This is an optimization exercise on Yosys and OpenROAD, whose aim is small area, a short achievable clock period and few clock cycles per item, not a production implementation. RTL that was checked went through simulation tests only; none was proved equivalent to the original. No activity file was given, so power comes from the tool's default toggle rates.

== fjord ==
==> flow/design.v (excerpt) <==
module card_marking_write_barrier #(
  parameter int unsigned ADDR_BITS  = 48,
  parameter int unsigned COUNT_BITS = 32
) (
  input  logic                              clk_i,
  input  logic                              rst_ni,
  input  logic                              cfg_we_i,
  input  logic [cmwb_pkg::CFG_IDX_W-1:0]    cfg_index_i,
  input  logic [cmwb_pkg::CFG_DATA_W-1:0]   cfg_data_i,
  input  logic                              in_valid_i,
  output logic                              in_stall_o,
  input  cmwb_pkg::in_word_t                in_data_i,
  output logic                              out_valid_o,
  input  logic                              out_stall_i,
  output cmwb_pkg::out_word_t               out_data_o
);
Settings: LEC_CHECK=0, CAP_MARGIN=20, CORE_MARGIN=2, CORE_UTILIZATION=55, SETUP_SLACK_MARGIN=4.45, SLEW_MARGIN=20; clock period 7.5 ns.
standard.sh (not shown) runs the stock make flow with config.mk's settings and CLKGATE_MAP_FILE= SYNTH_SCRIPT=/design/flow/synth_recipe.tcl, a recipe that flattens the netlist after the stock synthesis.
==> flow/flow/run.sh <==
#!/bin/bash
# The standard layout, with plain buffers on the ports, without the delay
# cells as buffers, and a clock tree of smaller buffers without dummy loads;
# every tool's output goes to standard.log and ORFS's logs
set -uo pipefail
DU="sky130_fd_sc_hd__probe_p_8 sky130_fd_sc_hd__probec_p_8 sky130_fd_sc_hd__lpflow_*"
DU="$DU sky130_fd_sc_hd__clkdlybuf4s* sky130_fd_sc_hd__dlygate* sky130_fd_sc_hd__dlymetal*"
CTS="-sink_clustering_enable -repair_clock_nets -dont_use_dummy_load"
CTS="$CTS -buf_list {sky130_fd_sc_hd__clkbuf_8 sky130_fd_sc_hd__clkbuf_16} -sink_clustering_size 22 -sink_clustering_max_diameter 100"
bash standard.sh "DONT_USE_CELLS=$DU" \
  "BUFFER_PORTS_ARGS=-buffer_cell sky130_fd_sc_hd__buf_1" \
  "CTS_ARGS=$CTS" finish > standard.log 2>&1
Per the final summary, fjord finished and its layout is clean on timing, DRC and antenna.
Testbench counts of fjord, summed over its fixed seeds: cycles 16,016, items 16,000.
Inputs modified between fjord and lagoon:
Settings: SETUP_SLACK_MARGIN now 4.3, was 4.45; CORE_UTILIZATION now 65, was 55.
### Flow results
- From fjord to lagoon the numbers moved as follows: time the final worst path needs with I/O delays and setup has increased; switching part of the total power went down 0.16 points; final routed wirelength across all metal layers -5.8%; met1 layer usage reported by global route up 5.3 points; power after layout went down.
- Diff fjord..lagoon | number of antenna-violating nets in the routed design | unchanged
- Setup slack, fjord and lagoon: lower on lagoon
- For lagoon, the start-to-end type of the worst setup path was flip-flop to flip-flop, unlike fjord, where it was primary input to primary output.
- Critical path depth for lagoon: 5 up relative to fjord
### lagoon -> harbor
Settings: CORE_UTILIZATION: 65 -> 40.
[summary]
- Summary of the comparison: power consumption is higher in harbor, relative to lagoon.
- Of harbor and lagoon, the run reporting the higher leakage power was harbor.
- Diff lagoon -> harbor: routed wire length moved up; clock latency on the worst-skew pair moved up.
- On power attributed to combinational cells, harbor and lagoon are basically level.
- Per-cell via count in the routed design in harbor is 12% below lagoon.
- Measured against each other, harbor and lagoon differ in worst-path maximum fanout, the higher figure coming from lagoon.
- Post-synthesis to final-layout area growth (harbor over lagoon): increase, 2.0 points
- Sequential power across harbor and lagoon: no real change.
[inputs] nickel vs harbor
Settings: changing CORE_UTILIZATION from 40 to 50.
--- outcome ---
Global-route wire length before repair, harbor and nickel: lower on nickel
nickel: sequential share of layout area is 0.36 points higher than what harbor reported.
Detailed-routing wirelength on met1 of nickel falls short of that of harbor by a few percent.
Diff harbor -> nickel: layout-stage area growth over the synthesis result now sits lower, total power now sits lower.
In terms of share of async-settable or async-resettable flops after synthesis, harbor and nickel differ only marginally.
nickel ends up with a final standard cell area without fillers that is 220 um^2 lower than in harbor.
Global routing usage summed across all routing layers up 4.0 points in nickel wrt harbor
When the final numbers for harbor and nickel were put side by side, the worst setup slack after layout turned out to be smaller in nickel.
Worst hold slack: harbor vs nickel, no meaningful difference
Relative to nickel, the following input files were edited for onyx:
Settings: putting TNS_END_PERCENT at 5 where nothing was set; swapping 50 for 55 in CORE_UTILIZATION.
Findings:
- In terms of share of power burned in the clock network, onyx and nickel differ only marginally.
- | worst setup slack | onyx vs nickel | 0.12 ns higher |
- As far as synthesized-area fraction occupied by ao, oa, aoi and oai cells goes, onyx and nickel are indistinguishable; the numbers are identical.
- [compare] base=nickel new=onyx: final period utilization went down by 1.6 points; final non-filler cell area went down by 240 um^2; cell count went down by 47; post-route total power was more or less identical; final design utilization went up by 5.2 points.
Input-level comparison between yarrow and onyx:
Settings: a deleted TNS_END_PERCENT that had been 5.
## What came out
- yarrow: flow completed, timing, DRC and antenna clean
- The clock power of onyx and that of yarrow are within noise of each other.
- Compared onyx against yarrow; leakage power within noise.
- Lower fmax among onyx and yarrow: onyx
- yarrow: via count is about 0.5% lower than what onyx reported.
- Of onyx and yarrow, the higher layout overhead on the synthesized area belongs to yarrow.
- Sequential share of layout area: yarrow vs onyx down 0.25 points
- Taking onyx as the reference, in yarrow combinational fraction of design power stayed essentially flat, number of non-clock inverters stayed essentially flat, wire length of the first global-routing pass stayed essentially flat.
- Sequential fraction of design power: yarrow < onyx
- On post-route clock period utilization, the lower figure sits with yarrow, not onyx.

========
card_marking_write_barrier, a different RTL version from the one above (not shown whole).
Size: ~400 I/O pins.
==> flow/design.v (excerpt) <==
module card_marking_write_barrier #(
  parameter int unsigned ADDR_BITS  = 48,
  parameter int unsigned COUNT_BITS = 32
) (
  input  logic                              clk_i,
  input  logic                              rst_ni,
  input  logic                              cfg_we_i,
  input  logic [cmwb_pkg::CFG_IDX_W-1:0]    cfg_index_i,
  input  logic [cmwb_pkg::CFG_DATA_W-1:0]   cfg_data_i,
  input  logic                              in_valid_i,
  output logic                              in_stall_o,
  input  cmwb_pkg::in_word_t                in_data_i,
  output logic                              out_valid_o,
  input  logic                              out_stall_i,
  output cmwb_pkg::out_word_t               out_data_o
);
  logic        active_q;
  logic [47:0] old_base_q, young_base_q;
  logic [48:0] old_len_q, young_len_q;
  logic        old_len_set_q, young_len_set_q;
  logic [15:0] tag0_q, tag1_q, tag2_q;
  logic [2:0]  tag_set_q;
  logic        a_valid_q;
  logic [47:0] a_holder_q;
  ...
==> flow/config.mk <==
export PLATFORM = sky130hd
export DESIGN_NAME = card_marking_write_barrier
export DESIGN_NICKNAME = card_marking_write_barrier
export VERILOG_FILES = /design/flow/design.v
export SDC_FILE = /design/flow/constraint.sdc
export NUM_CORES = 4
export LEC_CHECK = 0
export ABC_CLOCK_PERIOD_IN_PS = 3000
export CAP_MARGIN = 20
export CORE_MARGIN = 2
export CORE_UTILIZATION = 40
export SETUP_SLACK_MARGIN = 4.5
export SLEW_MARGIN = 20
==> flow/constraint.sdc <==
create_clock -name core_clock -period 7.5 [get_ports {clk_i}]
set_input_delay 1.5000 -clock core_clock [delete_from_list [all_inputs] [get_ports {clk_i}]]
set_output_delay 1.5000 -clock core_clock [all_outputs]
set_load 0.01 [all_outputs]
==> flow/flow/run.sh <==
#!/bin/bash
# The standard layout, with plain buffers on the ports and without the
# delay cells as buffers; every tool's output goes to standard.log and ORFS's logs
set -uo pipefail
DU="sky130_fd_sc_hd__probe_p_8 sky130_fd_sc_hd__probec_p_8 sky130_fd_sc_hd__lpflow_*"
DU="$DU sky130_fd_sc_hd__clkdlybuf4s* sky130_fd_sc_hd__dlygate* sky130_fd_sc_hd__dlymetal*"
bash standard.sh "DONT_USE_CELLS=$DU" \
  "BUFFER_PORTS_ARGS=-buffer_cell sky130_fd_sc_hd__buf_1" finish > standard.log 2>&1
The starting point completed with no timing, DRC or antenna violations.
Then changed:
==> flow/run.sh (new file) <==
#!/bin/bash
# synth_recipe.tcl (not shown) runs the flow's synth.tcl, then flattens the netlist and writes it again
# the make line also repeats each setting of config.mk as NAME=value (left out here)
make -C /OpenROAD-flow-scripts/flow DESIGN_CONFIG=/design/flow/config.mk WORK_HOME=/design/flow/orfs CLKGATE_MAP_FILE= SYNTH_SCRIPT=/design/flow/synth_recipe.tcl finish
removed: flow/flow/run.sh
removed: flow/standard.sh
=>
- fmax fell by 1.6%
- cell area rose by 6.0%
- count of clock-buffer cells in the layout fell by 8
- register-to-register slack got worse by 0.05 ns
- wire length rose by 1.9%
No functional check of the RTL was part of any run of this note.

port drivers added, routing unchanged:
In the flow no input, the clock included, has a driving cell. The finished layouts below were timed again as built, in two steps. Step 1: set_driving_cell puts a clkbuf_16 on clk_i and a buf_2 on each other input, an assumption about the parent block. Step 2 also shifts input and output timing later by t, the mid clock arrival at the registers, as if the neighbouring blocks saw the same clock. Slacks: no drivers / after step 1 / after step 2; pairs: no drivers / after step 1.
run	shift t [ns]	slack for setup (ns)	hold WS [ns]	worst register clock-pin slew, ns
fjord	0.648	4.276 / 4.231 / 3.692	0.478 / 0.478 / 0.478	0.10 / 0.10
lagoon	0.636	4.267 / 4.225 / 3.656	0.482 / 0.482 / 0.482	0.10 / 0.10
harbor	0.667	4.234 / 4.247 / 3.604	0.478 / 0.478 / 0.478	0.10 / 0.10
nickel	0.647	4.107 / 4.087 / 3.684	0.478 / 0.478 / 0.478	0.10 / 0.10
onyx	0.648	4.229 / 4.199 / 3.607	0.479 / 0.479 / 0.479	0.10 / 0.10
yarrow	0.653	4.271 / 4.218 / 3.672	0.480 / 0.480 / 0.480	0.10 / 0.10
the first run of note 2	0.671	3.925 / 3.875 / 3.750	0.464 / 0.464 / 0.464	0.06 / 0.06
the second run of note 2	0.663	3.867 / 3.812 / 3.812	0.468 / 0.468 / 0.468	0.07 / 0.07
After both steps setup and hold are still met in every run listed. The setup slack of harbor, which loses most, moves by +0.013 ns with the drivers and by -0.630 ns with both steps.
